This design comes from an exercise in tuning for small area, a short achievable clock period and few clock cycles on the open sky130 flow, not from production work. Only simulation tests tie the RTL to the original design; equivalence was not proved. Power is estimated from default activity; no workload was simulated.

==> design/flow/design.v <==
package tbli_pkg;
  localparam int unsigned POINTS    = 12;
  localparam int unsigned CNT_W     = (POINTS > 1) ? $clog2(POINTS) : 1;
  localparam int unsigned DATA_W    = 16;
  localparam int unsigned IDX_W     = 4;
  localparam int unsigned DIFF_W    = DATA_W + 1;
  localparam int unsigned PROD_W    = 2 * DIFF_W;
  localparam int unsigned MAG_W     = 2 * DATA_W;
  localparam int unsigned SUM_W     = MAG_W + 2;
  localparam int unsigned DIV_CNT_W = $clog2(MAG_W);
  typedef enum logic {
    FUNC_WRITE = 1'b0,
    FUNC_QUERY = 1'b1
  } func_e;
  typedef enum logic [1:0] {
    ST_EXACT  = 2'd0,
    ST_INTERP = 2'd1,
    ST_RANGE  = 2'd2,
    ST_BADSEG = 2'd3
  } status_e;
  typedef struct packed {
    logic signed [DATA_W-1:0] x;
    logic signed [DATA_W-1:0] y;
  } point_t;
endpackage
module tbli_cell (
  input  logic             clk_i,
  input  logic             ld_i,
  input  tbli_pkg::point_t ld_pt_i,
  output tbli_pkg::point_t pt_o
);
  typedef tbli_pkg::point_t point_t;
  point_t pt_q;
  always_ff @(posedge clk_i) begin
    if (ld_i) begin
      pt_q <= ld_pt_i;
    end
  end
  assign pt_o = pt_q;
endmodule
module tbli_div (
  input  logic [tbli_pkg::DATA_W-1:0] rem_i,    
  input  logic [tbli_pkg::DATA_W-1:0] sh_i,     
  input  logic [tbli_pkg::DATA_W-1:0] dvs_i,
  output logic [tbli_pkg::DATA_W-1:0] rem_o,
  output logic [tbli_pkg::DATA_W-1:0] sh_o
);
  localparam int unsigned DATA_W = tbli_pkg::DATA_W;
  logic [DATA_W:0] t;
  logic [DATA_W:0] d;
  logic            ge;
  assign t     = {rem_i, sh_i[DATA_W-1]};
  assign d     = t - {1'b0, dvs_i};
  assign ge    = !d[DATA_W];
  assign rem_o = ge ? d[DATA_W-1:0] : t[DATA_W-1:0];
  assign sh_o  = {sh_i[DATA_W-2:0], ge};
endmodule
module tbli_mul_csa (
  input  logic [15:0] a_i,
  input  logic [15:0] b_i,
  output logic [95:0] rows_o   
);
  logic [255:0] pp;
  logic fs0, fc0, fs1, fc1, fs2, fc2, fs3, fc3, fs4, fc4, fs5, fc5, fs6, fc6, fs7, fc7;
  logic fs8, fc8, fs9, fc9, fs10, fc10, fs11, fc11, fs12, fc12, fs13, fc13, fs14, fc14, fs15, fc15;
  logic fs16, fc16, fs17, fc17, fs18, fc18, fs19, fc19, fs20, fc20, fs21, fc21, fs22, fc22, fs23, fc23;
  logic fs24, fc24, fs25, fc25, fs26, fc26, fs27, fc27, fs28, fc28, fs29, fc29, fs30, fc30, fs31, fc31;
  logic fs32, fc32, fs33, fc33, fs34, fc34, fs35, fc35, fs36, fc36, fs37, fc37, fs38, fc38, fs39, fc39;
  logic fs40, fc40, fs41, fc41, fs42, fc42, fs43, fc43, fs44, fc44, fs45, fc45, fs46, fc46, fs47, fc47;
  logic fs48, fc48, fs49, fc49, fs50, fc50, fs51, fc51, fs52, fc52, fs53, fc53, fs54, fc54, fs55, fc55;
  logic fs56, fc56, fs57, fc57, fs58, fc58, fs59, fc59, fs60, fc60, fs61, fc61, fs62, fc62, fs63, fc63;
  logic fs64, fc64, fs65, fc65, fs66, fc66, fs67, fc67, fs68, fc68, fs69, fc69, fs70, fc70, fs71, fc71;
  logic fs72, fc72, fs73, fc73, fs74, fc74, fs75, fc75, fs76, fc76, fs77, fc77, fs78, fc78, fs79, fc79;
  logic fs80, fc80, fs81, fc81, fs82, fc82, fs83, fc83, fs84, fc84, fs85, fc85, fs86, fc86, fs87, fc87;
  logic fs88, fc88, fs89, fc89, fs90, fc90, fs91, fc91, fs92, fc92, fs93, fc93, fs94, fc94, fs95, fc95;
  logic fs96, fc96, fs97, fc97, fs98, fc98, fs99, fc99, fs100, fc100, fs101, fc101, fs102, fc102, fs103, fc103;
  logic fs104, fc104, fs105, fc105, fs106, fc106, fs107, fc107, fs108, fc108, fs109, fc109, fs110, fc110, fs111, fc111;
  logic fs112, fc112, fs113, fc113, fs114, fc114, fs115, fc115, fs116, fc116, fs117, fc117, fs118, fc118, fs119, fc119;
  logic fs120, fc120, fs121, fc121, fs122, fc122, fs123, fc123, fs124, fc124, fs125, fc125, fs126, fc126, fs127, fc127;
  logic fs128, fc128, fs129, fc129, fs130, fc130, fs131, fc131, fs132, fc132, fs133, fc133, fs134, fc134, fs135, fc135;
  logic fs136, fc136, fs137, fc137, fs138, fc138, fs139, fc139, fs140, fc140, fs141, fc141, fs142, fc142, fs143, fc143;
  logic fs144, fc144, fs145, fc145, fs146, fc146, fs147, fc147, fs148, fc148, fs149, fc149, fs150, fc150, fs151, fc151;
  logic fs152, fc152, fs153, fc153, fs154, fc154, fs155, fc155, fs156, fc156, fs157, fc157, fs158, fc158, fs159, fc159;
  logic fs160, fc160, fs161, fc161, fs162, fc162, fs163, fc163, fs164, fc164, fs165, fc165, fs166, fc166, fs167, fc167;
  logic hs0, hc0, hs1, hc1, hs2, hc2, hs3, hc3, hs4, hc4, hs5, hc5, hs6, hc6, hs7, hc7;
  logic hs8, hc8, hs9, hc9, hs10, hc10, hs11, hc11, hs12, hc12, hs13, hc13;
  for (genvar i = 0; i < 16; i++) begin : g_pp_i
    for (genvar j = 0; j < 16; j++) begin : g_pp_j
      assign pp[16*i+j] = b_i[i] & a_i[j];
    end
  end
  assign hs0 = pp[13] ^ pp[28];
  assign hc0 = pp[13] & pp[28];
  assign fs0 = pp[14] ^ pp[29] ^ pp[44];
  assign fc0 = (pp[14] & pp[29]) | (pp[14] & pp[44]) | (pp[29] & pp[44]);
  assign hs1 = pp[59] ^ pp[74];
  assign hc1 = pp[59] & pp[74];
  assign fs1 = pp[15] ^ pp[30] ^ pp[45];
  assign fc1 = (pp[15] & pp[30]) | (pp[15] & pp[45]) | (pp[30] & pp[45]);
  assign fs2 = pp[60] ^ pp[75] ^ pp[90];
  assign fc2 = (pp[60] & pp[75]) | (pp[60] & pp[90]) | (pp[75] & pp[90]);
  assign hs2 = pp[105] ^ pp[120];
  assign hc2 = pp[105] & pp[120];
  assign fs3 = pp[31] ^ pp[46] ^ pp[61];
  assign fc3 = (pp[31] & pp[46]) | (pp[31] & pp[61]) | (pp[46] & pp[61]);
  assign fs4 = pp[76] ^ pp[91] ^ pp[106];
  assign fc4 = (pp[76] & pp[91]) | (pp[76] & pp[106]) | (pp[91] & pp[106]);
  assign hs3 = pp[121] ^ pp[136];
  assign hc3 = pp[121] & pp[136];
  assign fs5 = pp[47] ^ pp[62] ^ pp[77];
  assign fc5 = (pp[47] & pp[62]) | (pp[47] & pp[77]) | (pp[62] & pp[77]);
  assign fs6 = pp[92] ^ pp[107] ^ pp[122];
  assign fc6 = (pp[92] & pp[107]) | (pp[92] & pp[122]) | (pp[107] & pp[122]);
  assign fs7 = pp[63] ^ pp[78] ^ pp[93];
  assign fc7 = (pp[63] & pp[78]) | (pp[63] & pp[93]) | (pp[78] & pp[93]);
  assign hs4 = pp[9] ^ pp[24];
  assign hc4 = pp[9] & pp[24];
  assign fs8 = pp[10] ^ pp[25] ^ pp[40];
  assign fc8 = (pp[10] & pp[25]) | (pp[10] & pp[40]) | (pp[25] & pp[40]);
  assign hs5 = pp[55] ^ pp[70];
  assign hc5 = pp[55] & pp[70];
  assign fs9 = pp[11] ^ pp[26] ^ pp[41];
  assign fc9 = (pp[11] & pp[26]) | (pp[11] & pp[41]) | (pp[26] & pp[41]);
  assign fs10 = pp[56] ^ pp[71] ^ pp[86];
  assign fc10 = (pp[56] & pp[71]) | (pp[56] & pp[86]) | (pp[71] & pp[86]);
  assign hs6 = pp[101] ^ pp[116];
  assign hc6 = pp[101] & pp[116];
  assign fs11 = pp[12] ^ pp[27] ^ pp[42];
  assign fc11 = (pp[12] & pp[27]) | (pp[12] & pp[42]) | (pp[27] & pp[42]);
  assign fs12 = pp[57] ^ pp[72] ^ pp[87];
  assign fc12 = (pp[57] & pp[72]) | (pp[57] & pp[87]) | (pp[72] & pp[87]);
  assign fs13 = pp[102] ^ pp[117] ^ pp[132];
  assign fc13 = (pp[102] & pp[117]) | (pp[102] & pp[132]) | (pp[117] & pp[132]);
  assign hs7 = pp[147] ^ pp[162];
  assign hc7 = pp[147] & pp[162];
  assign fs14 = hs0 ^ pp[43] ^ pp[58];
  assign fc14 = (hs0 & pp[43]) | (hs0 & pp[58]) | (pp[43] & pp[58]);
  assign fs15 = pp[73] ^ pp[88] ^ pp[103];
  assign fc15 = (pp[73] & pp[88]) | (pp[73] & pp[103]) | (pp[88] & pp[103]);
  assign fs16 = pp[118] ^ pp[133] ^ pp[148];
  assign fc16 = (pp[118] & pp[133]) | (pp[118] & pp[148]) | (pp[133] & pp[148]);
  assign fs17 = pp[163] ^ pp[178] ^ pp[193];
  assign fc17 = (pp[163] & pp[178]) | (pp[163] & pp[193]) | (pp[178] & pp[193]);
  assign fs18 = hc0 ^ fs0 ^ hs1;
  assign fc18 = (hc0 & fs0) | (hc0 & hs1) | (fs0 & hs1);
  assign fs19 = pp[89] ^ pp[104] ^ pp[119];
  assign fc19 = (pp[89] & pp[104]) | (pp[89] & pp[119]) | (pp[104] & pp[119]);
  assign fs20 = pp[134] ^ pp[149] ^ pp[164];
  assign fc20 = (pp[134] & pp[149]) | (pp[134] & pp[164]) | (pp[149] & pp[164]);
  assign fs21 = pp[179] ^ pp[194] ^ pp[209];
  assign fc21 = (pp[179] & pp[194]) | (pp[179] & pp[209]) | (pp[194] & pp[209]);
  assign fs22 = fc0 ^ hc1 ^ fs1;
  assign fc22 = (fc0 & hc1) | (fc0 & fs1) | (hc1 & fs1);
  assign fs23 = fs2 ^ hs2 ^ pp[135];
  assign fc23 = (fs2 & hs2) | (fs2 & pp[135]) | (hs2 & pp[135]);
  assign fs24 = pp[150] ^ pp[165] ^ pp[180];
  assign fc24 = (pp[150] & pp[165]) | (pp[150] & pp[180]) | (pp[165] & pp[180]);
  assign fs25 = pp[195] ^ pp[210] ^ pp[225];
  assign fc25 = (pp[195] & pp[210]) | (pp[195] & pp[225]) | (pp[210] & pp[225]);
  assign fs26 = fc1 ^ fc2 ^ hc2;
  assign fc26 = (fc1 & fc2) | (fc1 & hc2) | (fc2 & hc2);
  assign fs27 = fs3 ^ fs4 ^ hs3;
  assign fc27 = (fs3 & fs4) | (fs3 & hs3) | (fs4 & hs3);
  assign fs28 = pp[151] ^ pp[166] ^ pp[181];
  assign fc28 = (pp[151] & pp[166]) | (pp[151] & pp[181]) | (pp[166] & pp[181]);
  assign fs29 = pp[196] ^ pp[211] ^ pp[226];
  assign fc29 = (pp[196] & pp[211]) | (pp[196] & pp[226]) | (pp[211] & pp[226]);
  assign fs30 = fc3 ^ fc4 ^ hc3;
  assign fc30 = (fc3 & fc4) | (fc3 & hc3) | (fc4 & hc3);
  assign fs31 = fs5 ^ fs6 ^ pp[137];
  assign fc31 = (fs5 & fs6) | (fs5 & pp[137]) | (fs6 & pp[137]);
  assign fs32 = pp[152] ^ pp[167] ^ pp[182];
  assign fc32 = (pp[152] & pp[167]) | (pp[152] & pp[182]) | (pp[167] & pp[182]);
  assign fs33 = pp[197] ^ pp[212] ^ pp[227];
  assign fc33 = (pp[197] & pp[212]) | (pp[197] & pp[227]) | (pp[212] & pp[227]);
  assign fs34 = fc5 ^ fc6 ^ fs7;
  assign fc34 = (fc5 & fc6) | (fc5 & fs7) | (fc6 & fs7);
  assign fs35 = pp[108] ^ pp[123] ^ pp[138];
  assign fc35 = (pp[108] & pp[123]) | (pp[108] & pp[138]) | (pp[123] & pp[138]);
  assign fs36 = pp[153] ^ pp[168] ^ pp[183];
  assign fc36 = (pp[153] & pp[168]) | (pp[153] & pp[183]) | (pp[168] & pp[183]);
  assign fs37 = pp[198] ^ pp[213] ^ pp[228];
  assign fc37 = (pp[198] & pp[213]) | (pp[198] & pp[228]) | (pp[213] & pp[228]);
  assign fs38 = fc7 ^ pp[79] ^ pp[94];
  assign fc38 = (fc7 & pp[79]) | (fc7 & pp[94]) | (pp[79] & pp[94]);
  assign fs39 = pp[109] ^ pp[124] ^ pp[139];
  assign fc39 = (pp[109] & pp[124]) | (pp[109] & pp[139]) | (pp[124] & pp[139]);
  assign fs40 = pp[154] ^ pp[169] ^ pp[184];
  assign fc40 = (pp[154] & pp[169]) | (pp[154] & pp[184]) | (pp[169] & pp[184]);
  assign fs41 = pp[199] ^ pp[214] ^ pp[229];
  assign fc41 = (pp[199] & pp[214]) | (pp[199] & pp[229]) | (pp[214] & pp[229]);
  assign fs42 = pp[95] ^ pp[110] ^ pp[125];
  assign fc42 = (pp[95] & pp[110]) | (pp[95] & pp[125]) | (pp[110] & pp[125]);
  assign fs43 = pp[140] ^ pp[155] ^ pp[170];
  assign fc43 = (pp[140] & pp[155]) | (pp[140] & pp[170]) | (pp[155] & pp[170]);
  assign fs44 = pp[185] ^ pp[200] ^ pp[215];
  assign fc44 = (pp[185] & pp[200]) | (pp[185] & pp[215]) | (pp[200] & pp[215]);
  assign fs45 = pp[111] ^ pp[126] ^ pp[141];
  assign fc45 = (pp[111] & pp[126]) | (pp[111] & pp[141]) | (pp[126] & pp[141]);
  assign fs46 = pp[156] ^ pp[171] ^ pp[186];
  assign fc46 = (pp[156] & pp[171]) | (pp[156] & pp[186]) | (pp[171] & pp[186]);
  assign fs47 = pp[127] ^ pp[142] ^ pp[157];
  assign fc47 = (pp[127] & pp[142]) | (pp[127] & pp[157]) | (pp[142] & pp[157]);
  assign hs8 = pp[6] ^ pp[21];
  assign hc8 = pp[6] & pp[21];
  assign fs48 = pp[7] ^ pp[22] ^ pp[37];
  assign fc48 = (pp[7] & pp[22]) | (pp[7] & pp[37]) | (pp[22] & pp[37]);
  assign hs9 = pp[52] ^ pp[67];
  assign hc9 = pp[52] & pp[67];
  assign fs49 = pp[8] ^ pp[23] ^ pp[38];
  assign fc49 = (pp[8] & pp[23]) | (pp[8] & pp[38]) | (pp[23] & pp[38]);
  assign fs50 = pp[53] ^ pp[68] ^ pp[83];
  assign fc50 = (pp[53] & pp[68]) | (pp[53] & pp[83]) | (pp[68] & pp[83]);
  assign hs10 = pp[98] ^ pp[113];
  assign hc10 = pp[98] & pp[113];
  assign fs51 = hs4 ^ pp[39] ^ pp[54];
  assign fc51 = (hs4 & pp[39]) | (hs4 & pp[54]) | (pp[39] & pp[54]);
  assign fs52 = pp[69] ^ pp[84] ^ pp[99];
  assign fc52 = (pp[69] & pp[84]) | (pp[69] & pp[99]) | (pp[84] & pp[99]);
  assign fs53 = pp[114] ^ pp[129] ^ pp[144];
  assign fc53 = (pp[114] & pp[129]) | (pp[114] & pp[144]) | (pp[129] & pp[144]);
  assign fs54 = hc4 ^ fs8 ^ hs5;
  assign fc54 = (hc4 & fs8) | (hc4 & hs5) | (fs8 & hs5);
  assign fs55 = pp[85] ^ pp[100] ^ pp[115];
  assign fc55 = (pp[85] & pp[100]) | (pp[85] & pp[115]) | (pp[100] & pp[115]);
  assign fs56 = pp[130] ^ pp[145] ^ pp[160];
  assign fc56 = (pp[130] & pp[145]) | (pp[130] & pp[160]) | (pp[145] & pp[160]);
  assign fs57 = fc8 ^ hc5 ^ fs9;
  assign fc57 = (fc8 & hc5) | (fc8 & fs9) | (hc5 & fs9);
  assign fs58 = fs10 ^ hs6 ^ pp[131];
  assign fc58 = (fs10 & hs6) | (fs10 & pp[131]) | (hs6 & pp[131]);
  assign fs59 = pp[146] ^ pp[161] ^ pp[176];
  assign fc59 = (pp[146] & pp[161]) | (pp[146] & pp[176]) | (pp[161] & pp[176]);
  assign fs60 = fc9 ^ fc10 ^ hc6;
  assign fc60 = (fc9 & fc10) | (fc9 & hc6) | (fc10 & hc6);
  assign fs61 = fs11 ^ fs12 ^ fs13;
  assign fc61 = (fs11 & fs12) | (fs11 & fs13) | (fs12 & fs13);
  assign fs62 = hs7 ^ pp[177] ^ pp[192];
  assign fc62 = (hs7 & pp[177]) | (hs7 & pp[192]) | (pp[177] & pp[192]);
  assign fs63 = fc11 ^ fc12 ^ fc13;
  assign fc63 = (fc11 & fc12) | (fc11 & fc13) | (fc12 & fc13);
  assign fs64 = hc7 ^ fs14 ^ fs15;
  assign fc64 = (hc7 & fs14) | (hc7 & fs15) | (fs14 & fs15);
  assign fs65 = fs16 ^ fs17 ^ pp[208];
  assign fc65 = (fs16 & fs17) | (fs16 & pp[208]) | (fs17 & pp[208]);
  assign fs66 = fc14 ^ fc15 ^ fc16;
  assign fc66 = (fc14 & fc15) | (fc14 & fc16) | (fc15 & fc16);
  assign fs67 = fc17 ^ fs18 ^ fs19;
  assign fc67 = (fc17 & fs18) | (fc17 & fs19) | (fs18 & fs19);
  assign fs68 = fs20 ^ fs21 ^ pp[224];
  assign fc68 = (fs20 & fs21) | (fs20 & pp[224]) | (fs21 & pp[224]);
  assign fs69 = fc18 ^ fc19 ^ fc20;
  assign fc69 = (fc18 & fc19) | (fc18 & fc20) | (fc19 & fc20);
  assign fs70 = fc21 ^ fs22 ^ fs23;
  assign fc70 = (fc21 & fs22) | (fc21 & fs23) | (fs22 & fs23);
  assign fs71 = fs24 ^ fs25 ^ pp[240];
  assign fc71 = (fs24 & fs25) | (fs24 & pp[240]) | (fs25 & pp[240]);
  assign fs72 = fc22 ^ fc23 ^ fc24;
  assign fc72 = (fc22 & fc23) | (fc22 & fc24) | (fc23 & fc24);
  assign fs73 = fc25 ^ fs26 ^ fs27;
  assign fc73 = (fc25 & fs26) | (fc25 & fs27) | (fs26 & fs27);
  assign fs74 = fs28 ^ fs29 ^ pp[241];
  assign fc74 = (fs28 & fs29) | (fs28 & pp[241]) | (fs29 & pp[241]);
  assign fs75 = fc26 ^ fc27 ^ fc28;
  assign fc75 = (fc26 & fc27) | (fc26 & fc28) | (fc27 & fc28);
  assign fs76 = fc29 ^ fs30 ^ fs31;
  assign fc76 = (fc29 & fs30) | (fc29 & fs31) | (fs30 & fs31);
  assign fs77 = fs32 ^ fs33 ^ pp[242];
  assign fc77 = (fs32 & fs33) | (fs32 & pp[242]) | (fs33 & pp[242]);
  assign fs78 = fc30 ^ fc31 ^ fc32;
  assign fc78 = (fc30 & fc31) | (fc30 & fc32) | (fc31 & fc32);
  assign fs79 = fc33 ^ fs34 ^ fs35;
  assign fc79 = (fc33 & fs34) | (fc33 & fs35) | (fs34 & fs35);
  assign fs80 = fs36 ^ fs37 ^ pp[243];
  assign fc80 = (fs36 & fs37) | (fs36 & pp[243]) | (fs37 & pp[243]);
  assign fs81 = fc34 ^ fc35 ^ fc36;
  assign fc81 = (fc34 & fc35) | (fc34 & fc36) | (fc35 & fc36);
  assign fs82 = fc37 ^ fs38 ^ fs39;
  assign fc82 = (fc37 & fs38) | (fc37 & fs39) | (fs38 & fs39);
  assign fs83 = fs40 ^ fs41 ^ pp[244];
  assign fc83 = (fs40 & fs41) | (fs40 & pp[244]) | (fs41 & pp[244]);
  assign fs84 = fc38 ^ fc39 ^ fc40;
  assign fc84 = (fc38 & fc39) | (fc38 & fc40) | (fc39 & fc40);
  assign fs85 = fc41 ^ fs42 ^ fs43;
  assign fc85 = (fc41 & fs42) | (fc41 & fs43) | (fs42 & fs43);
  assign fs86 = fs44 ^ pp[230] ^ pp[245];
  assign fc86 = (fs44 & pp[230]) | (fs44 & pp[245]) | (pp[230] & pp[245]);
  assign fs87 = fc42 ^ fc43 ^ fc44;
  assign fc87 = (fc42 & fc43) | (fc42 & fc44) | (fc43 & fc44);
  assign fs88 = fs45 ^ fs46 ^ pp[201];
  assign fc88 = (fs45 & fs46) | (fs45 & pp[201]) | (fs46 & pp[201]);
  assign fs89 = pp[216] ^ pp[231] ^ pp[246];
  assign fc89 = (pp[216] & pp[231]) | (pp[216] & pp[246]) | (pp[231] & pp[246]);
  assign fs90 = fc45 ^ fc46 ^ fs47;
  assign fc90 = (fc45 & fc46) | (fc45 & fs47) | (fc46 & fs47);
  assign fs91 = pp[172] ^ pp[187] ^ pp[202];
  assign fc91 = (pp[172] & pp[187]) | (pp[172] & pp[202]) | (pp[187] & pp[202]);
  assign fs92 = pp[217] ^ pp[232] ^ pp[247];
  assign fc92 = (pp[217] & pp[232]) | (pp[217] & pp[247]) | (pp[232] & pp[247]);
  assign fs93 = fc47 ^ pp[143] ^ pp[158];
  assign fc93 = (fc47 & pp[143]) | (fc47 & pp[158]) | (pp[143] & pp[158]);
  assign fs94 = pp[173] ^ pp[188] ^ pp[203];
  assign fc94 = (pp[173] & pp[188]) | (pp[173] & pp[203]) | (pp[188] & pp[203]);
  assign fs95 = pp[218] ^ pp[233] ^ pp[248];
  assign fc95 = (pp[218] & pp[233]) | (pp[218] & pp[248]) | (pp[233] & pp[248]);
  assign fs96 = pp[159] ^ pp[174] ^ pp[189];
  assign fc96 = (pp[159] & pp[174]) | (pp[159] & pp[189]) | (pp[174] & pp[189]);
  assign fs97 = pp[204] ^ pp[219] ^ pp[234];
  assign fc97 = (pp[204] & pp[219]) | (pp[204] & pp[234]) | (pp[219] & pp[234]);
  assign fs98 = pp[175] ^ pp[190] ^ pp[205];
  assign fc98 = (pp[175] & pp[190]) | (pp[175] & pp[205]) | (pp[190] & pp[205]);
  assign hs11 = pp[4] ^ pp[19];
  assign hc11 = pp[4] & pp[19];
  assign fs99 = pp[5] ^ pp[20] ^ pp[35];
  assign fc99 = (pp[5] & pp[20]) | (pp[5] & pp[35]) | (pp[20] & pp[35]);
  assign hs12 = pp[50] ^ pp[65];
  assign hc12 = pp[50] & pp[65];
  assign fs100 = hs8 ^ pp[36] ^ pp[51];
  assign fc100 = (hs8 & pp[36]) | (hs8 & pp[51]) | (pp[36] & pp[51]);
  assign fs101 = pp[66] ^ pp[81] ^ pp[96];
  assign fc101 = (pp[66] & pp[81]) | (pp[66] & pp[96]) | (pp[81] & pp[96]);
  assign fs102 = hc8 ^ fs48 ^ hs9;
  assign fc102 = (hc8 & fs48) | (hc8 & hs9) | (fs48 & hs9);
  assign fs103 = pp[82] ^ pp[97] ^ pp[112];
  assign fc103 = (pp[82] & pp[97]) | (pp[82] & pp[112]) | (pp[97] & pp[112]);
  assign fs104 = fc48 ^ hc9 ^ fs49;
  assign fc104 = (fc48 & hc9) | (fc48 & fs49) | (hc9 & fs49);
  assign fs105 = fs50 ^ hs10 ^ pp[128];
  assign fc105 = (fs50 & hs10) | (fs50 & pp[128]) | (hs10 & pp[128]);
  assign fs106 = fc49 ^ fc50 ^ hc10;
  assign fc106 = (fc49 & fc50) | (fc49 & hc10) | (fc50 & hc10);
  assign fs107 = fs51 ^ fs52 ^ fs53;
  assign fc107 = (fs51 & fs52) | (fs51 & fs53) | (fs52 & fs53);
  assign fs108 = fc51 ^ fc52 ^ fc53;
  assign fc108 = (fc51 & fc52) | (fc51 & fc53) | (fc52 & fc53);
  assign fs109 = fs54 ^ fs55 ^ fs56;
  assign fc109 = (fs54 & fs55) | (fs54 & fs56) | (fs55 & fs56);
  assign fs110 = fc54 ^ fc55 ^ fc56;
  assign fc110 = (fc54 & fc55) | (fc54 & fc56) | (fc55 & fc56);
  assign fs111 = fs57 ^ fs58 ^ fs59;
  assign fc111 = (fs57 & fs58) | (fs57 & fs59) | (fs58 & fs59);
  assign fs112 = fc57 ^ fc58 ^ fc59;
  assign fc112 = (fc57 & fc58) | (fc57 & fc59) | (fc58 & fc59);
  assign fs113 = fs60 ^ fs61 ^ fs62;
  assign fc113 = (fs60 & fs61) | (fs60 & fs62) | (fs61 & fs62);
  assign fs114 = fc60 ^ fc61 ^ fc62;
  assign fc114 = (fc60 & fc61) | (fc60 & fc62) | (fc61 & fc62);
  assign fs115 = fs63 ^ fs64 ^ fs65;
  assign fc115 = (fs63 & fs64) | (fs63 & fs65) | (fs64 & fs65);
  assign fs116 = fc63 ^ fc64 ^ fc65;
  assign fc116 = (fc63 & fc64) | (fc63 & fc65) | (fc64 & fc65);
  assign fs117 = fs66 ^ fs67 ^ fs68;
  assign fc117 = (fs66 & fs67) | (fs66 & fs68) | (fs67 & fs68);
  assign fs118 = fc66 ^ fc67 ^ fc68;
  assign fc118 = (fc66 & fc67) | (fc66 & fc68) | (fc67 & fc68);
  assign fs119 = fs69 ^ fs70 ^ fs71;
  assign fc119 = (fs69 & fs70) | (fs69 & fs71) | (fs70 & fs71);
  assign fs120 = fc69 ^ fc70 ^ fc71;
  assign fc120 = (fc69 & fc70) | (fc69 & fc71) | (fc70 & fc71);
  assign fs121 = fs72 ^ fs73 ^ fs74;
  assign fc121 = (fs72 & fs73) | (fs72 & fs74) | (fs73 & fs74);
  assign fs122 = fc72 ^ fc73 ^ fc74;
  assign fc122 = (fc72 & fc73) | (fc72 & fc74) | (fc73 & fc74);
  assign fs123 = fs75 ^ fs76 ^ fs77;
  assign fc123 = (fs75 & fs76) | (fs75 & fs77) | (fs76 & fs77);
  assign fs124 = fc75 ^ fc76 ^ fc77;
  assign fc124 = (fc75 & fc76) | (fc75 & fc77) | (fc76 & fc77);
  assign fs125 = fs78 ^ fs79 ^ fs80;
  assign fc125 = (fs78 & fs79) | (fs78 & fs80) | (fs79 & fs80);
  assign fs126 = fc78 ^ fc79 ^ fc80;
  assign fc126 = (fc78 & fc79) | (fc78 & fc80) | (fc79 & fc80);
  assign fs127 = fs81 ^ fs82 ^ fs83;
  assign fc127 = (fs81 & fs82) | (fs81 & fs83) | (fs82 & fs83);
  assign fs128 = fc81 ^ fc82 ^ fc83;
  assign fc128 = (fc81 & fc82) | (fc81 & fc83) | (fc82 & fc83);
  assign fs129 = fs84 ^ fs85 ^ fs86;
  assign fc129 = (fs84 & fs85) | (fs84 & fs86) | (fs85 & fs86);
  assign fs130 = fc84 ^ fc85 ^ fc86;
  assign fc130 = (fc84 & fc85) | (fc84 & fc86) | (fc85 & fc86);
  assign fs131 = fs87 ^ fs88 ^ fs89;
  assign fc131 = (fs87 & fs88) | (fs87 & fs89) | (fs88 & fs89);
  assign fs132 = fc87 ^ fc88 ^ fc89;
  assign fc132 = (fc87 & fc88) | (fc87 & fc89) | (fc88 & fc89);
  assign fs133 = fs90 ^ fs91 ^ fs92;
  assign fc133 = (fs90 & fs91) | (fs90 & fs92) | (fs91 & fs92);
  assign fs134 = fc90 ^ fc91 ^ fc92;
  assign fc134 = (fc90 & fc91) | (fc90 & fc92) | (fc91 & fc92);
  assign fs135 = fs93 ^ fs94 ^ fs95;
  assign fc135 = (fs93 & fs94) | (fs93 & fs95) | (fs94 & fs95);
  assign fs136 = fc93 ^ fc94 ^ fc95;
  assign fc136 = (fc93 & fc94) | (fc93 & fc95) | (fc94 & fc95);
  assign fs137 = fs96 ^ fs97 ^ pp[249];
  assign fc137 = (fs96 & fs97) | (fs96 & pp[249]) | (fs97 & pp[249]);
  assign fs138 = fc96 ^ fc97 ^ fs98;
  assign fc138 = (fc96 & fc97) | (fc96 & fs98) | (fc97 & fs98);
  assign fs139 = pp[220] ^ pp[235] ^ pp[250];
  assign fc139 = (pp[220] & pp[235]) | (pp[220] & pp[250]) | (pp[235] & pp[250]);
  assign fs140 = fc98 ^ pp[191] ^ pp[206];
  assign fc140 = (fc98 & pp[191]) | (fc98 & pp[206]) | (pp[191] & pp[206]);
  assign fs141 = pp[221] ^ pp[236] ^ pp[251];
  assign fc141 = (pp[221] & pp[236]) | (pp[221] & pp[251]) | (pp[236] & pp[251]);
  assign fs142 = pp[207] ^ pp[222] ^ pp[237];
  assign fc142 = (pp[207] & pp[222]) | (pp[207] & pp[237]) | (pp[222] & pp[237]);
  assign hs13 = pp[3] ^ pp[18];
  assign hc13 = pp[3] & pp[18];
  assign fs143 = hs11 ^ pp[34] ^ pp[49];
  assign fc143 = (hs11 & pp[34]) | (hs11 & pp[49]) | (pp[34] & pp[49]);
  assign fs144 = hc11 ^ fs99 ^ hs12;
  assign fc144 = (hc11 & fs99) | (hc11 & hs12) | (fs99 & hs12);
  assign fs145 = fc99 ^ hc12 ^ fs100;
  assign fc145 = (fc99 & hc12) | (fc99 & fs100) | (hc12 & fs100);
  assign fs146 = fc100 ^ fc101 ^ fs102;
  assign fc146 = (fc100 & fc101) | (fc100 & fs102) | (fc101 & fs102);
  assign fs147 = fc102 ^ fc103 ^ fs104;
  assign fc147 = (fc102 & fc103) | (fc102 & fs104) | (fc103 & fs104);
  assign fs148 = fc104 ^ fc105 ^ fs106;
  assign fc148 = (fc104 & fc105) | (fc104 & fs106) | (fc105 & fs106);
  assign fs149 = fc106 ^ fc107 ^ fs108;
  assign fc149 = (fc106 & fc107) | (fc106 & fs108) | (fc107 & fs108);
  assign fs150 = fc108 ^ fc109 ^ fs110;
  assign fc150 = (fc108 & fc109) | (fc108 & fs110) | (fc109 & fs110);
  assign fs151 = fc110 ^ fc111 ^ fs112;
  assign fc151 = (fc110 & fc111) | (fc110 & fs112) | (fc111 & fs112);
  assign fs152 = fc112 ^ fc113 ^ fs114;
  assign fc152 = (fc112 & fc113) | (fc112 & fs114) | (fc113 & fs114);
  assign fs153 = fc114 ^ fc115 ^ fs116;
  assign fc153 = (fc114 & fc115) | (fc114 & fs116) | (fc115 & fs116);
  assign fs154 = fc116 ^ fc117 ^ fs118;
  assign fc154 = (fc116 & fc117) | (fc116 & fs118) | (fc117 & fs118);
  assign fs155 = fc118 ^ fc119 ^ fs120;
  assign fc155 = (fc118 & fc119) | (fc118 & fs120) | (fc119 & fs120);
  assign fs156 = fc120 ^ fc121 ^ fs122;
  assign fc156 = (fc120 & fc121) | (fc120 & fs122) | (fc121 & fs122);
  assign fs157 = fc122 ^ fc123 ^ fs124;
  assign fc157 = (fc122 & fc123) | (fc122 & fs124) | (fc123 & fs124);
  assign fs158 = fc124 ^ fc125 ^ fs126;
  assign fc158 = (fc124 & fc125) | (fc124 & fs126) | (fc125 & fs126);
  assign fs159 = fc126 ^ fc127 ^ fs128;
  assign fc159 = (fc126 & fc127) | (fc126 & fs128) | (fc127 & fs128);
  assign fs160 = fc128 ^ fc129 ^ fs130;
  assign fc160 = (fc128 & fc129) | (fc128 & fs130) | (fc129 & fs130);
  assign fs161 = fc130 ^ fc131 ^ fs132;
  assign fc161 = (fc130 & fc131) | (fc130 & fs132) | (fc131 & fs132);
  assign fs162 = fc132 ^ fc133 ^ fs134;
  assign fc162 = (fc132 & fc133) | (fc132 & fs134) | (fc133 & fs134);
  assign fs163 = fc134 ^ fc135 ^ fs136;
  assign fc163 = (fc134 & fc135) | (fc134 & fs136) | (fc135 & fs136);
  assign fs164 = fc136 ^ fc137 ^ fs138;
  assign fc164 = (fc136 & fc137) | (fc136 & fs138) | (fc137 & fs138);
  assign fs165 = fc138 ^ fc139 ^ fs140;
  assign fc165 = (fc138 & fc139) | (fc138 & fs140) | (fc139 & fs140);
  assign fs166 = fc140 ^ fc141 ^ fs142;
  assign fc166 = (fc140 & fc141) | (fc140 & fs142) | (fc141 & fs142);
  assign fs167 = fc142 ^ pp[223] ^ pp[238];
  assign fc167 = (fc142 & pp[223]) | (fc142 & pp[238]) | (pp[223] & pp[238]);
  assign rows_o[31:0] = {1'b0, pp[255], fc167, fc166, fc165, fc164, fc163, fc162, fc161, fc160, fc159, fc158, fc157, fc156, fc155, fc154, fc153, fc152, fc151, fc150, fc149, fc148, fc147, fc146, fc145, fc144, fc143, hc13, hs13, pp[2], pp[1], pp[0]};
  assign rows_o[63:32] = {1'b0, 1'b0, pp[239], fs167, fs166, fs165, fs164, fs163, fs162, fs161, fs160, fs159, fs158, fs157, fs156, fs155, fs154, fs153, fs152, fs151, fs150, fs149, fs148, fs147, fs146, fs145, fs144, fs143, pp[33], pp[17], pp[16], 1'b0};
  assign rows_o[95:64] = {1'b0, 1'b0, pp[254], pp[253], pp[252], fs141, fs139, fs137, fs135, fs133, fs131, fs129, fs127, fs125, fs123, fs121, fs119, fs117, fs115, fs113, fs111, fs109, fs107, fs105, fs103, fs101, pp[80], pp[64], pp[48], pp[32], 1'b0, 1'b0};
endmodule
module table_linear_interpolator_core (
  input  logic                                clk_i,
  input  logic                                rst_ni,
  input  logic                                start,
  output logic                                busy,
  input  logic                                func_i,
  input  logic [tbli_pkg::IDX_W-1:0]          point_index_i,
  input  logic signed [tbli_pkg::DATA_W-1:0]  point_x_i,
  input  logic signed [tbli_pkg::DATA_W-1:0]  point_y_i,
  input  logic signed [tbli_pkg::DATA_W-1:0]  query_x_i,
  output logic                                done_o,
  output logic signed [tbli_pkg::DATA_W-1:0]  result_y_o,
  output logic [1:0]                          status_o
);
  localparam int unsigned POINTS = tbli_pkg::POINTS;
  localparam int unsigned DATA_W = tbli_pkg::DATA_W;
  localparam int unsigned IDX_W  = tbli_pkg::IDX_W;
  localparam int unsigned DIFF_W = tbli_pkg::DIFF_W;
  localparam int unsigned MAG_W  = tbli_pkg::MAG_W;
  localparam int unsigned MROWS  = 3;                
  typedef tbli_pkg::point_t point_t;
  localparam logic [1:0] ST_EXACT  = 2'd0;
  localparam logic [1:0] ST_INTERP = 2'd1;
  localparam logic [1:0] ST_RANGE  = 2'd2;
  localparam logic [1:0] ST_BADSEG = 2'd3;
  assign busy = 1'b0;
  logic             wr_v_q;
  logic [IDX_W-1:0] wr_idx_q;
  point_t           wr_pt_q;
  always_ff @(posedge clk_i or negedge rst_ni) begin
    if (!rst_ni) wr_v_q <= 1'b0;
    else         wr_v_q <= start && (func_i == tbli_pkg::FUNC_WRITE);
  end
  always_ff @(posedge clk_i) begin
    wr_idx_q  <= point_index_i;
    wr_pt_q.x <= point_x_i;
    wr_pt_q.y <= point_y_i;
  end
  logic signed [DATA_W-1:0] tx [POINTS];
  logic signed [DATA_W-1:0] ty [POINTS];
  for (genvar k = 0; k < POINTS; k++) begin : g_cell
    logic   ld;
    point_t pt;
    assign ld = wr_v_q && (int'(wr_idx_q) == k);
    tbli_cell u_cell (
      .clk_i   (clk_i),
      .ld_i    (ld),
      .ld_pt_i (wr_pt_q),
      .pt_o    (pt)
    );
    assign tx[k] = pt.x;
    assign ty[k] = pt.y;
  end
  logic                     v1_q;
  logic signed [DATA_W-1:0] q1_q;
  always_ff @(posedge clk_i or negedge rst_ni) begin
    if (!rst_ni) v1_q <= 1'b0;
    else         v1_q <= start && (func_i == tbli_pkg::FUNC_QUERY);
  end
  always_ff @(posedge clk_i) q1_q <= query_x_i;
  logic [POINTS-1:0] c_eq, c_hit, c_first;
  logic              c_seen;
  logic [1:0]        c_st;
  always_comb begin
    for (int i = 0; i < POINTS; i++) begin
      c_eq[i]  = (tx[i] == q1_q);
      c_hit[i] = c_eq[i];
      if (i < POINTS - 1) c_hit[i] = c_hit[i] || (tx[i+1] > q1_q);
    end
    c_seen = 1'b0;
    for (int i = 0; i < POINTS; i++) begin
      c_first[i] = c_hit[i] && !c_seen;
      c_seen     = c_seen || c_hit[i];
    end
    c_st = !c_seen ? ST_RANGE : (|(c_first & c_eq)) ? ST_EXACT : ST_INTERP;
  end
  logic                     v2_q;
  logic [1:0]               st2_q;
  logic signed [DATA_W-1:0] q2_q;
  logic [POINTS-1:0]        first2_q;
  always_ff @(posedge clk_i or negedge rst_ni) begin
    if (!rst_ni) v2_q <= 1'b0;
    else         v2_q <= v1_q;
  end
  always_ff @(posedge clk_i) begin
    st2_q    <= c_st;
    q2_q     <= q1_q;
    first2_q <= c_first;
  end
  logic signed [DATA_W-1:0] s_x0, s_y0, s_x1, s_y1;
  always_comb begin
    s_x0 = '0; s_y0 = '0; s_x1 = '0; s_y1 = '0;
    for (int i = 0; i < POINTS; i++) begin
      s_x0 |= {DATA_W{first2_q[i]}} & tx[i];
      s_y0 |= {DATA_W{first2_q[i]}} & ty[i];
      if (i < POINTS - 1) begin
        s_x1 |= {DATA_W{first2_q[i]}} & tx[i+1];
        s_y1 |= {DATA_W{first2_q[i]}} & ty[i+1];
      end
    end
  end
  logic                     v3_q;
  logic [1:0]               st3_q;
  logic signed [DATA_W-1:0] q3_q, x0_3_q, y0_3_q, x1_3_q, y1_3_q;
  always_ff @(posedge clk_i or negedge rst_ni) begin
    if (!rst_ni) v3_q <= 1'b0;
    else         v3_q <= v2_q;
  end
  always_ff @(posedge clk_i) begin
    st3_q  <= st2_q;
    q3_q   <= q2_q;
    x0_3_q <= s_x0;
    y0_3_q <= s_y0;
    x1_3_q <= s_x1;
    y1_3_q <= s_y1;
  end
  logic signed [DIFF_W-1:0] c_dx, c_dy, c_dqx, c_ndx, c_ndy, c_ndqx;
  assign c_dx   = DIFF_W'(x1_3_q) - DIFF_W'(x0_3_q);
  assign c_dy   = DIFF_W'(y1_3_q) - DIFF_W'(y0_3_q);
  assign c_dqx  = DIFF_W'(q3_q)   - DIFF_W'(x0_3_q);
  assign c_ndx  = DIFF_W'(x0_3_q) - DIFF_W'(x1_3_q);
  assign c_ndy  = DIFF_W'(y0_3_q) - DIFF_W'(y1_3_q);
  assign c_ndqx = DIFF_W'(x0_3_q) - DIFF_W'(q3_q);
  logic                     v5_q;
  logic [1:0]               st5_q;
  logic signed [DATA_W-1:0] y0_5_q;
  logic                     neg5_q;
  logic [DATA_W-1:0]        dx5_q, dy5_q, dqx5_q;
  always_ff @(posedge clk_i or negedge rst_ni) begin
    if (!rst_ni) v5_q <= 1'b0;
    else         v5_q <= v3_q;
  end
  always_ff @(posedge clk_i) begin
    st5_q  <= (st3_q == ST_INTERP && x1_3_q == x0_3_q) ? ST_BADSEG : st3_q;
    y0_5_q <= y0_3_q;
    neg5_q <= c_dx[DIFF_W-1] ^ c_dy[DIFF_W-1] ^ c_dqx[DIFF_W-1];
    dx5_q  <= c_dx[DIFF_W-1]  ? c_ndx[DATA_W-1:0]  : c_dx[DATA_W-1:0];
    dy5_q  <= c_dy[DIFF_W-1]  ? c_ndy[DATA_W-1:0]  : c_dy[DATA_W-1:0];
    dqx5_q <= c_dqx[DIFF_W-1] ? c_ndqx[DATA_W-1:0] : c_dqx[DATA_W-1:0];
  end
  logic [MROWS*MAG_W-1:0] c_rows;
  tbli_mul_csa u_mul (
    .a_i   (dy5_q),
    .b_i   (dqx5_q),
    .rows_o (c_rows)
  );
  logic                     v6_q;
  logic [1:0]               st6_q;
  logic signed [DATA_W-1:0] y0_6_q;
  logic                     neg6_q;
  logic [DATA_W-1:0]        dx6_q;
  logic [MROWS*MAG_W-1:0]   rows6_q;
  always_ff @(posedge clk_i or negedge rst_ni) begin
    if (!rst_ni) v6_q <= 1'b0;
    else         v6_q <= v5_q;
  end
  always_ff @(posedge clk_i) begin
    st6_q   <= st5_q;
    y0_6_q  <= y0_5_q;
    neg6_q  <= neg5_q;
    dx6_q   <= dx5_q;
    rows6_q <= c_rows;
  end
  logic [MAG_W-1:0] c_prod;
  always_comb begin
    c_prod = '0;
    for (int r = 0; r < MROWS; r++) c_prod += rows6_q[r*MAG_W +: MAG_W];
  end
  logic                     v7_q;
  logic [1:0]               st7_q;
  logic signed [DATA_W-1:0] y0_7_q;
  logic                     neg7_q;
  logic [DATA_W-1:0]        dx7_q;
  logic [MAG_W-1:0]         n7_q;
  always_ff @(posedge clk_i or negedge rst_ni) begin
    if (!rst_ni) v7_q <= 1'b0;
    else         v7_q <= v6_q;
  end
  always_ff @(posedge clk_i) begin
    st7_q  <= st6_q;
    y0_7_q <= y0_6_q;
    neg7_q <= neg6_q;
    dx7_q  <= dx6_q;
    n7_q   <= c_prod;
  end
  localparam int unsigned PW = 2 + 1 + 1 + 4 * DATA_W;   
  logic          r_v  [DATA_W+1];
  logic [PW-1:0] r_pl [DATA_W+1];
  assign r_v[0]  = v7_q;
  assign r_pl[0] = {st7_q, neg7_q, 1'b0, y0_7_q, dx7_q, n7_q};
  for (genvar r = 0; r < DATA_W; r++) begin : g_row
    logic [DATA_W-1:0] rem_n, sh_n;
    logic [PW-1:0]     pl_n;
    tbli_div u_row (
      .rem_i (r_pl[r][2*DATA_W-1:DATA_W]),
      .sh_i  (r_pl[r][DATA_W-1:0]),
      .dvs_i (r_pl[r][3*DATA_W-1:2*DATA_W]),
      .rem_o (rem_n),
      .sh_o  (sh_n)
    );
    if (r == 0) begin : g_ovf
      assign pl_n = {r_pl[r][PW-1:PW-3],
                     r_pl[r][2*DATA_W-1:DATA_W] >= r_pl[r][3*DATA_W-1:2*DATA_W],
                     r_pl[r][PW-5:2*DATA_W], rem_n, sh_n};
    end else begin : g_pass
      assign pl_n = {r_pl[r][PW-1:2*DATA_W], rem_n, sh_n};
    end
    logic          v_q;
    logic [PW-1:0] pl_q;
    always_ff @(posedge clk_i or negedge rst_ni) begin
      if (!rst_ni) v_q <= 1'b0;
      else         v_q <= r_v[r];
    end
    always_ff @(posedge clk_i) pl_q <= pl_n;
    assign r_v[r+1]  = v_q;
    assign r_pl[r+1] = pl_q;
  end
  logic                     vq_q;
  logic [1:0]               stq_q;
  logic signed [DATA_W-1:0] y0q_q;
  logic                     negq_q, ovfq_q;
  logic [DATA_W-1:0]        quot_q;
  assign vq_q = r_v[DATA_W];
  assign {stq_q, negq_q, ovfq_q, y0q_q} = r_pl[DATA_W][PW-1:3*DATA_W];
  assign quot_q = r_pl[DATA_W][DATA_W-1:0];
  localparam int unsigned VW = DATA_W + 2;
  logic signed [VW-1:0] c_val;
  always_comb begin
    unique case (stq_q)
      ST_EXACT:  c_val = VW'(y0q_q);
      ST_INTERP: begin
        if (ovfq_q)      c_val = negq_q ? 18'sh30000 : 18'sh0FFFF;
        else if (negq_q) c_val = VW'(y0q_q) - VW'(quot_q);
        else             c_val = VW'(y0q_q) + VW'(quot_q);
      end
      default:   c_val = '0;
    endcase
  end
  logic                 vs_q;
  logic [1:0]           sts_q;
  logic signed [VW-1:0] val_q;
  always_ff @(posedge clk_i or negedge rst_ni) begin
    if (!rst_ni) vs_q <= 1'b0;
    else         vs_q <= vq_q;
  end
  always_ff @(posedge clk_i) begin
    sts_q <= stq_q;
    val_q <= c_val;
  end
  logic signed [DATA_W-1:0] c_res;
  always_comb begin
    if (val_q[VW-1:DATA_W-1] == 3'b000 || val_q[VW-1:DATA_W-1] == 3'b111)
      c_res = val_q[DATA_W-1:0];
    else
      c_res = val_q[VW-1] ? 16'sh8000 : 16'sh7FFF;
  end
  logic                     done_q;
  logic signed [DATA_W-1:0] res_q;
  logic [1:0]               stat_q;
  always_ff @(posedge clk_i or negedge rst_ni) begin
    if (!rst_ni) done_q <= 1'b0;
    else         done_q <= vs_q;
  end
  always_ff @(posedge clk_i) begin
    res_q  <= c_res;
    stat_q <= sts_q;
  end
  assign done_o     = done_q;
  assign result_y_o = res_q;
  assign status_o   = stat_q;
endmodule
==> design/flow/flow/run.sh <==
#!/bin/bash
# The standard layout, with the port buffers made of buf_4 cells instead of the
# cell buffer_ports picks by default (a slow delay buffer). Every port still gets
# its buffer. The whole make run's output goes to standard.log here.
set -euo pipefail
export BUFFER_PORTS_ARGS="-buffer_cell sky130_fd_sc_hd__buf_4"
bash standard.sh > standard.log 2>&1
==> design/flow/standard.sh <==
#!/bin/bash
# synth_recipe.tcl (not shown) runs the flow's synth.tcl, then flattens the netlist and writes it again
# the make line also repeats each setting of config.mk as NAME=value (left out here)
make -C /OpenROAD-flow-scripts/flow DESIGN_CONFIG=/design/flow/config.mk WORK_HOME=/design/flow/orfs CLKGATE_MAP_FILE= SYNTH_SCRIPT=/design/flow/synth_recipe.tcl "${@:-finish}"
==> design/flow/config.mk <==
export PLATFORM = sky130hd
export DESIGN_NAME = table_linear_interpolator_core
export DESIGN_NICKNAME = table_linear_interpolator_core
export VERILOG_FILES = /design/flow/design.v
export SDC_FILE = /design/flow/constraint.sdc
export NUM_CORES = 4
export LEC_CHECK = 0
export CAP_MARGIN = 20
export CORE_MARGIN = 2
export CORE_UTILIZATION = 55
export CTS_BUF_LIST = sky130_fd_sc_hd__clkbuf_8
export CTS_CLUSTER_SIZE = 20
export PLACE_DENSITY = 0.65
export SLEW_MARGIN = 20
==> design/flow/constraint.sdc <==
create_clock -name core_clock -period 10.0 [get_ports {clk_i}]
set_input_delay 2.0000 -clock core_clock [delete_from_list [all_inputs] [get_ports {clk_i}]]
set_output_delay 2.0000 -clock core_clock [all_outputs]
set_load 0.01 [all_outputs]
==> Implementation_results.wiki, run 1 <==
{| class="wikitable"
! Metric !! Value
|-
| Outcome || complete, no violations
|-
| Commonest cells after routing, fill and taps aside || dfxtp_1, inv_1, ha_1, clkbuf_8, edfxtp_1
|-
| Signed area change from the synthesized netlist to the final layout || 11.5%
|-
| Non-filler cells in the finished layout || 9079
|-
| Setup repair after global routing missed its margin || false
|-
| Clock tree from TritonCTS || built
|-
| EDFF count, synth || 384
|-
| Critical path launch point type || register
|-
| Actual transition at the worst max-transition pin || approximately 1.1 ns
|-
| Max-cap violations || 0
|-
| Count of vias placed by the detailed router || 50454
|-
| Post-DR wirelength/cell || around 20 um
|-
| Leak pwr || approximately 0.038 uW
|-
| Post-CTS Setup Bufs || 0
|-
| Fraction of final layout cells sized beyond drive strength 1 || a little under an eighth
|-
| Vias per Instance || about 5.6
|-
| Clock-pin transition on the worst setup and hold timing paths || around 0.060 ns
|-
| Most frequent standard cell in the layout excluding fill and tap cells || dfxtp_1
|-
| Req. time, crit path || approximately 11 ns
|-
| Count of standard-cell rows || roughly 140
|-
| Number of design rule violations left after detail routing || 0
|-
| Data arrival at the endpoint of the critical path || about 4.8 ns
|-
| M1 WL || ~73000 um
|-
| Comb pwr share || 46.6%
|-
| Cell area after technology mapping || 78800 um2
|-
| Largest fanout of any net on the critical path || 20
|-
| Overall power consumption || 35400 uW
|-
| Fraction of the cycle the final worst path needs || between 30% and 40%
|-
| Die X-Extent || ~380 um
|-
| Sw Ratio || a little under two fifths
|-
| Vert. Die Dim || 382 um
|-
| Worst-path cell chain || inv_1 -> ha_1 -> fa_1 -> nor2b_1 -> o21ai_0 -> a21boi_0 -> o21ai_0 -> a21oi_1 -> nand4_1 -> a31oi_1 -> xor2_2 -> mux2_2
|-
| Die Footprint || roughly 150000 um2
|-
| Category of the critical setup timing path || reg2reg
|-
| Hold buffer count at CTS || 0
|-
| Aggregate global-route resource usage || between 20 and 25%
|-
| Port Buf Inserts || between 70 and 80
|-
| Net switching component of the power || 13100 uW
|-
| Clock power share || about a fifth
|-
| Count of TritonRoute iterations in the first routing pass || 6
|-
| Number of global-route vias before repair || slightly above 50000
|-
| Sequential area share after synthesis || between 50 and 60%
|-
| Post-CTS resize count || 0
|-
| Number of failing setup endpoints in the final timing report || 0
|-
| CTS Sinks || just under 2000
|-
| Synth async-reset ratio || 1.30%
|-
| Worst hold path class || reg2reg
|-
| Predominant post-synthesis flop cell || dfxtp_1
|-
| Count of pins on the block boundary || 76
|-
| Final GP Congestion || about 0.94
|-
| Placeable Area || 142000 um2
|-
| H-tree Lvls || 5
|-
| Maximum buffer depth of the clock tree || 4
|-
| Clk Tree Root Cell || clkbuf_8
|-
| Detailed route wirelength on metal3 || ~11000 um
|-
| Number of hold-slack violations in the final timing report || 0
|-
| Highest-delay cell along the critical path || xor2_2
|-
| Mean cell area of the mapped netlist || about 12 um2
|-
| Total clock buffers created by CTS || approximately 320
|-
| Wire length of the first global-routing pass || between 200000 and 300000 um
|-
| Max Used Layer || met5
|-
| Worst slew margin || 26.1%
|-
| Register share of total power || between 30% and 40%
|-
| Longest individual stage delay on the worst path || ~0.85 ns
|-
| Antenna violations before repair || 8
|-
| Source-to-sink clock delay at the later pin of the worst-skew pair || between 0.9 and 1 ns
|-
| Max-slew violation count || 0
|-
| Filler cells || 11457
|-
| Initial cell density of the core || between 50% and 60%
|-
| Met2 layer wire length in the routed design || between 90000 and 100000 um
|-
| Total power per unit cell area || approximately 400 nW/um2
|-
| Endpoint class of the critical path || register
|-
| Register bit total from synthesis || 1924
|-
| Layout Utilization || just over 60%
|-
| Clock Skew || slightly below 0.08 ns
|-
| Internal Power || 22300 uW
|-
| Half-perimeter wire length of the detailed placement result || 128000 um
|-
| Number of warning messages in the yosys log || 10
|-
| Number of distinct library cells after synthesis || between 80 and 90
|-
| Total grt overflow || 0
|-
| Iteration-0 DRC count of the detailed router || 3172
|-
| Maximum ir drop on the vdd rail || about 0.46 mV
|-
| Multi-input gate area || about 33000 um2
|-
| Number of nets with antenna violations after detailed routing || 0
|-
| Synthesized instance count || about 6700
|-
| Sequential cell area || approximately 43000 um2
|-
| Most prevalent standard cell on the critical path || o21ai_0
|-
| Cell count after placement || about 8500
|-
| Synthesized Nets || between 7000 and 8000
|-
| Period minus WS final || ~4 ns
|-
| Achievable clock frequency || 255 MHz
|-
| Pin count of the biggest net entering global routing || between 60 and 70
|-
| Final-layout setup total negative slack || 0 ns
|-
| Routed WL || 183000 um
|-
| Net total in the final layout || between 7000 and 8000
|}
cells in the mapped netlist, types with 7 or more instances:
cell type	count	share of area, %
edfxtp_1	384	15
nand2b_1	65	0.52
and2_1	194	1.5
o21ai_0	152	0.97
dfxtp_1	1515	38
o211ai_1	25	0.24
nor3_2	12	0.15
o21ai_1	7	0.044
a21oi_1	252	1.6
mux2_2	198	2.8
mux2i_1	86	1.1
nand2_1	295	1.4
a211oi_1	49	0.47
clkbuf_1	124	0.59
o22ai_1	8	0.064
ha_1	602	9.6
xor2_1	105	1.2
a41o_1	14	0.18
nor2b_1	81	0.64
o2111ai_1	21	0.23
nand4_1	40	0.32
dfrtp_1	25	0.79
nor4_1	13	0.10
inv_1	595	2.8
buf_2	9	0.057
nand3_1	199	1.3
a22o_1	158	1.8
o21bai_1	39	0.37
a221oi_1	160	1.8
o31a_1	16	0.18
a21o_1	75	0.71
a31oi_1	15	0.12
o21a_1	60	0.57
or3_1	24	0.19
o41ai_1	22	0.24
fa_1	219	5.6
o221ai_1	7	0.078
nor2_1	292	1.4
a222oi_1	32	0.41
buf_4	16	0.15
nor3_1	126	0.80
xnor2_1	215	2.4
and3_1	30	0.24
buf_1	28	0.13
routing by layer:
layer	global-route usage, %	vias up
met5	0.331	-
met4	13.0	6
met3	4.51	531
met2	43.2	1692
met1	29.2	24137
li1	-	24088
final cells by class:
class | instances | area share (%)
Sequential cell | 1924 | 48.4
Multi-Input combinational cell | 4005 | 38.1
Clock buffer | 386 | 6.05
Tap cell | 1890 | 2.69
Inverter | 596 | 2.55
Clock inverter | 169 | 1.35
Timing Repair Buffer | 106 | 0.906
Antenna cell | 3 | 0.00855
through the flow:
stage               instance area [um2]  hold slack (ns)  setup slack [ns]
finish                            87900            0.277              6.08
global placement                  81300            0.310              6.15
global route                      87800            0.271              5.68
detailed placement                81300            0.312              6.09
CTS                               87800            0.265              6.05
floorplan                         78800            0.310              6.50
worst paths after layout:
kind                               startpoint            endpoint  slack [ns]  cells past startpoint
hold reg to reg              g_row[1].pl_q[4]    g_row[2].pl_q[5]        0.28                      0
max in group asynchronous              rst_ni        g_row[3].v_q        8.82                      1
setup reg to reg           g_row[11].pl_q[15]  g_row[12].pl_q[18]        6.08                     12
min in group asynchronous              rst_ni        g_row[7].v_q        0.91                      1
setup / recovery           g_row[11].pl_q[15]  g_row[12].pl_q[18]        6.08                     12
hold / removal               g_row[1].pl_q[4]    g_row[2].pl_q[5]        0.28                      0
logic make-up (layout without fill, tap and decap cells):
family,after synthesis,in the layout,share of synthesized area [%]
AO/OA/AOI/OAI,1164,1164,10.6
XOR/XNOR,322,322,3.60
adder cells (fa/ha/maj),821,821,15.1
buffers and inverters,773,1257,3.77
flip-flops,1924,1924,53.9
multiplexers,285,285,3.94
other,1,4,0.00476
AND/OR/NAND/NOR,1412,1412,9.00
flip-flops by register name (all words and copies together) (netlist names), 18 cells and up:
signal	flops
g_row.pl_q	1056
wr_pt_q	32
rows6_q	88
n7_q	32
val_q	18
g_cell.u_cell.pt_q	384
power by group through the flow:
stage               logic, uW  clock network [uW]  registers [uW]
finish                  16500                6900           12000
global route            18600                7440           12300
CTS                     16700                7090           12100
detailed placement      16500                   0           12200
global placement        16200                   0           12200
floorplan               13200                   0           11300
worst max-delay path, delay by kind of cell (launching register included):
family | cells | cell delay [ns]
compound gates | 5 | 1.24
xor+xnor | 1 | 0.85
fa+ha+maj | 2 | 0.63
buf+inv | 1 | 0.05
flops | 1 | 0.33
mux | 1 | 0.41
simple gates | 2 | 0.26
Testbench counts, summed over its fixed seeds: cycles 1,911.
==> run 2: changes to the inputs <==
==> design/flow/run.sh (new file) <==
#!/bin/bash
# synth_recipe.tcl (not shown) runs the flow's synth.tcl, then flattens the netlist and writes it again
# the make line also repeats each setting of config.mk as NAME=value (left out here)
make -C /OpenROAD-flow-scripts/flow DESIGN_CONFIG=/design/flow/config.mk WORK_HOME=/design/flow/orfs CLKGATE_MAP_FILE= SYNTH_SCRIPT=/design/flow/synth_recipe.tcl finish
--- a/design/flow/config.mk
+++ b/design/flow/config.mk
@@ -5,10 +5,10 @@
 export SDC_FILE = /design/flow/constraint.sdc
 export NUM_CORES = 4
 export LEC_CHECK = 0
-export CAP_MARGIN = 20
+export CAP_MARGIN = 40
 export CORE_MARGIN = 2
 export CORE_UTILIZATION = 55
 export CTS_BUF_LIST = sky130_fd_sc_hd__clkbuf_8
 export CTS_CLUSTER_SIZE = 20
 export PLACE_DENSITY = 0.65
-export SLEW_MARGIN = 20
+export SLEW_MARGIN = 70
removed: design/flow/flow/run.sh
removed: design/flow/standard.sh
==> Implementation_results.wiki, run 2 <==
{| class="wikitable"
! Metric !! Value
|-
| Outcome || complete, no violations
|-
| Flip-flop count of the largest register, all copies and words added || 1056 (unchanged)
|-
| Kind of cell with the highest combined delay on the critical path || buffers and inverters
|-
| Number of warning messages in the yosys log || 10 (unchanged)
|-
| Top register by number of flip-flops || g_row.pl_q
|-
| Largest fanout of any net on the critical path || 1 (-95%)
|-
| Initial cell density of the core || 55.5% (unchanged)
|-
| Top Registers || g_row.pl_q x1056, g_cell.u_cell.pt_q x384, rows6_q x88
|-
| Synthesized Nets || 7579 (unchanged)
|-
| Total clock buffers created by CTS || 321 (+1.3%)
|-
| Clock-pin transition on the worst setup and hold timing paths || 0.06 ns (about the same)
|-
| Simple logic cell fraction of the synthesized area || 9.00% (unchanged)
|-
| Number of hold-slack violations in the final timing report || 0 (unchanged)
|-
| Mean cell area of the mapped netlist || 11.8 um2 (unchanged)
|-
| Cell count after placement || 8566 (+0.53%)
|-
| Dominant combinational cell family by area after synthesis || adder cells
|-
| Fraction of final layout cells sized beyond drive strength 1 || 12.4% (+0.94 points)
|-
| Leak pwr || 0.0387 uW (+1.1%)
|-
| Antenna violations before repair || 6 (-2)
|-
| Number of design rule violations left after detail routing || 0 (unchanged)
|-
| Period minus WS final || 4.04 ns (+0.121 ns)
|-
| Number of nets with antenna violations after detailed routing || 0 (unchanged)
|-
| Worst hold path class || reg2reg
|-
| Routed WL || 184000 um (+0.89%)
|-
| Synthesized instance count || 6702 (unchanged)
|-
| Pin count of the biggest net entering global routing || 49 (-25%)
|-
| Synth async-reset ratio || 1.30% (unchanged)
|-
| Predominant post-synthesis flop cell || dfxtp_1
|-
| Pre-CTS WS || 6.31 ns (+0.224 ns)
|-
| Max-slew violation count || 0 (unchanged)
|-
| Total grt overflow || 0 (unchanged)
|-
| Count of TritonRoute iterations in the first routing pass || 7 (+1)
|-
| Count of vias placed by the detailed router || 50810 (+0.71%)
|-
| Count of standard-cell rows || 138 (unchanged)
|-
| EDFF count, synth || 384 (unchanged)
|-
| Maximum ir drop on the vdd rail || 0.374 mV (-18%)
|-
| Critical path launch point type || register
|-
| Clock tree from TritonCTS || built
|-
| Wire length of the first global-routing pass || 286000 um (+1.2%)
|-
| Post-CTS Setup Bufs || 0 (unchanged)
|-
| Worst-path cell chain || clkdlybuf4s50_1
|-
| H-tree Lvls || 5 (unchanged)
|-
| Number of global-route vias before repair || 51968 (+1.6%)
|-
| Vias per Instance || 5.57 (+0.22%)
|-
| Max-cap violations || 0 (unchanged)
|-
| Aggregate global-route resource usage || 25.1% (+0.26 points)
|-
| Synth top area cells || dfxtp_1, edfxtp_1, ha_1, fa_1, inv_1
|-
| Register bit total from synthesis || 1924 (unchanged)
|-
| Maximum buffer depth of the clock tree || 4 (unchanged)
|-
| Top cell type's share of synthesized area || 38.5% (unchanged)
|-
| Die Footprint || 146000 um2 (unchanged)
|-
| Total power per unit cell area || 398 nW/um2 (-1.2%)
|-
| Hold buffer count at CTS || 0 (unchanged)
|-
| Clock Skew || 0.0919 ns (+0.0124 ns)
|-
| Fraction of the cycle the final worst path needs || 40.4% (+1.2 points)
|-
| Signed area change from the synthesized netlist to the final layout || 13.4%
|-
| Data arrival at the endpoint of the critical path || 2.04 ns (-2.71 ns)
|-
| Compound-Gate Fraction of Synth Area || 10.6% (unchanged)
|-
| Placeable Area || 142000 um2 (unchanged)
|-
| Portion of netlist area occupied by mux cells || 3.94% (unchanged)
|-
| Final GP Congestion || 0.990 (+5.4%)
|-
| Post-synthesis cell type with the largest combined area || dfxtp_1
|-
| Achievable clock frequency || 248 MHz (-3.0%)
|-
| Port Buf Inserts || 74 (unchanged)
|-
| Synthesized-area fraction occupied by xor and xnor cells || 3.60% (unchanged)
|-
| Net total in the final layout || 7883 (+0.72%)
|-
| Vert. Die Dim || 382 um (unchanged)
|-
| Final-layout setup total negative slack || 0 ns (unchanged)
|-
| Half-perimeter wire length of the detailed placement result || 133000 um (+3.6%)
|-
| Count of buffering cells on the critical path with inverters included || 1 (unchanged)
|-
| Highest-delay cell along the critical path || clkdlybuf4s50_1
|-
| Final setup margin || 5.96 ns (-0.121 ns)
|-
| Count of pins on the block boundary || 76 (unchanged)
|-
| Non-filler cells in the finished layout || 9123 (+0.48%)
|-
| Source-to-sink clock delay at the later pin of the worst-skew pair || 1.01 ns (+0.02 ns)
|-
| Filler cells || 11271 (-1.6%)
|-
| Leading cell type by number of instances after synthesis || dfxtp_1
|-
| Post-synth top cells || dfxtp_1, ha_1, inv_1
|-
| Clk Tree Root Cell || clkbuf_8
|-
| Number of failing setup endpoints in the final timing report || 0 (unchanged)
|-
| Req. time, crit path || 8.00 ns (-2.84 ns)
|-
| Setup repair after global routing missed its margin || false
|-
| Post-CTS resize count || 0 (unchanged)
|-
| Sequential area share after synthesis || 53.9% (unchanged)
|-
| Post-DR wirelength/cell || 20.2 um (+0.41%)
|-
| Commonest cells after routing, fill and taps aside || dfxtp_1, inv_1, ha_1, clkbuf_8, edfxtp_1
|-
| Endpoint class of the critical path || output pin
|-
| Most frequent standard cell in the layout excluding fill and tap cells || dfxtp_1
|-
| Longest individual stage delay on the worst path || 0.60 ns (-0.25 ns)
|-
| Layout Utilization || 62.9% (+1.0 points)
|-
| Iteration-0 DRC count of the detailed router || 3224 (+1.6%)
|-
| Die X-Extent || 382 um (unchanged)
|-
| Category of the critical setup timing path || reg2out
|-
| Synthesized-area fraction occupied by adder cells || 15.1% (unchanged)
|-
| Cell area after technology mapping || 78800 um2 (unchanged)
|-
| CTS Sinks || 1924 (unchanged)
|-
| Number of distinct library cells after synthesis || 86 (unchanged)
|}
run 2: metrics by stage:
step / hold WS [ns] / total power [uW] / cell area [um2]
global route: 0.267 / 38600 / 89300
global placement: 0.310 / 28300 / 81500
finish: 0.269 / 35600 / 89300
detailed placement: 0.312 / 28900 / 82700
CTS: 0.262 / 35900 / 89000
floorplan: 0.310 / 24600 / 78800
run 2: worst reg2reg max path, cell delays in order (launching register included):
cell and delay [ns]:
dfxtp_1 0.40, clkinv_1 0.36, ha_1 0.43, a21o_1 0.18, a21o_1 0.18, a21oi_2 0.24, o22ai_1 0.14, o32ai_2 0.43
o211a_1 0.25, and4b_1 0.27, nand3b_2 0.13, or4_4 0.59, o211a_1 0.24
run 2: power by group:
group	total, uW	internal [uW]	switching, uW
clock network	6800	3830	2960
logic	16700	8140	8570
registers	12100	10500	1560
run 2: final timing paths:
kind	cells past startpoint	slack (ns)	start	to
max in group asynchronous	1	8.81	rst_ni	g_row[3].v_q
worst max-delay path	1	5.96	res_q[15]	result_y_o[15]
worst min-delay path	0	0.27	g_row[3].pl_q[56]	g_row[4].pl_q[56]
worst min register to register	0	0.27	g_row[3].pl_q[56]	g_row[4].pl_q[56]
min in group asynchronous	1	0.93	rst_ni	g_row[7].v_q
worst max register to register	12	6.04	q1_q[5]	st2_q[0]
run 2: cell type report:
class	count	area, um2	share of cell area, %
sequential	1924	42600	47.7
inverter	596	2240	2.50
clock buffer	391	5380	6.03
antenna	5	12.5	0.0140
timing repair buffer	158	1820	2.04
clock inverter	154	993	1.11
multi-input combinational	4005	33900	37.9
tap	1890	2360	2.65
run 2: cell families (layout without fill, tap and decap cells):
kind of cell | count (synthesis) | in the layout
mux | 285 | 285
compound gates | 1164 | 1164
other cells | 1 | 6
simple gates | 1412 | 1412
buf+inv | 773 | 1299
xor+xnor | 322 | 322
flops | 1924 | 1924
fa+ha+maj | 821 | 821
run 2: routing by layer:
layer / wire [um] / up-vias / track usage (%)
met4: 10100 / 0 / 13.6
li1: - / 24163 / -
met3: 11400 / 554 / 4.69
met2: 91400 / 1751 / 44.1
met5: 0 / - / 0
met1: 71300 / 24342 / 28.9

-- separate check: timing with driven ports --
The results above use ideal ports. As a check the final layouts listed here were re-extracted and re-timed, cells and wires unchanged.
Step 1 assumes that a clkbuf_16 drives the clock port and a buf_2 every other input.
Step 2 adds t to the input delays and takes it off the output delays; t is the mean of the earliest and latest rising clock arrival at the registers after step 1. Input paths then give back, and output paths get back, about the clock's delay inside the block.
Slacks: ideal ports / drivers / drivers and shift; pairs: ideal ports / drivers.
| run | t (ns) | setup WS [ns] | worst setup path after step 2 | cell pins on the clock port's net |
|---|---|---|---|---|
| run 1 | 1.030 | 6.082 / 6.082 / 6.082 | register to register | 1 |
| run 2 | 1.044 | 5.961 / 5.883 / 6.043 | register to register | 1 |
After both steps every run listed still meets setup and hold.
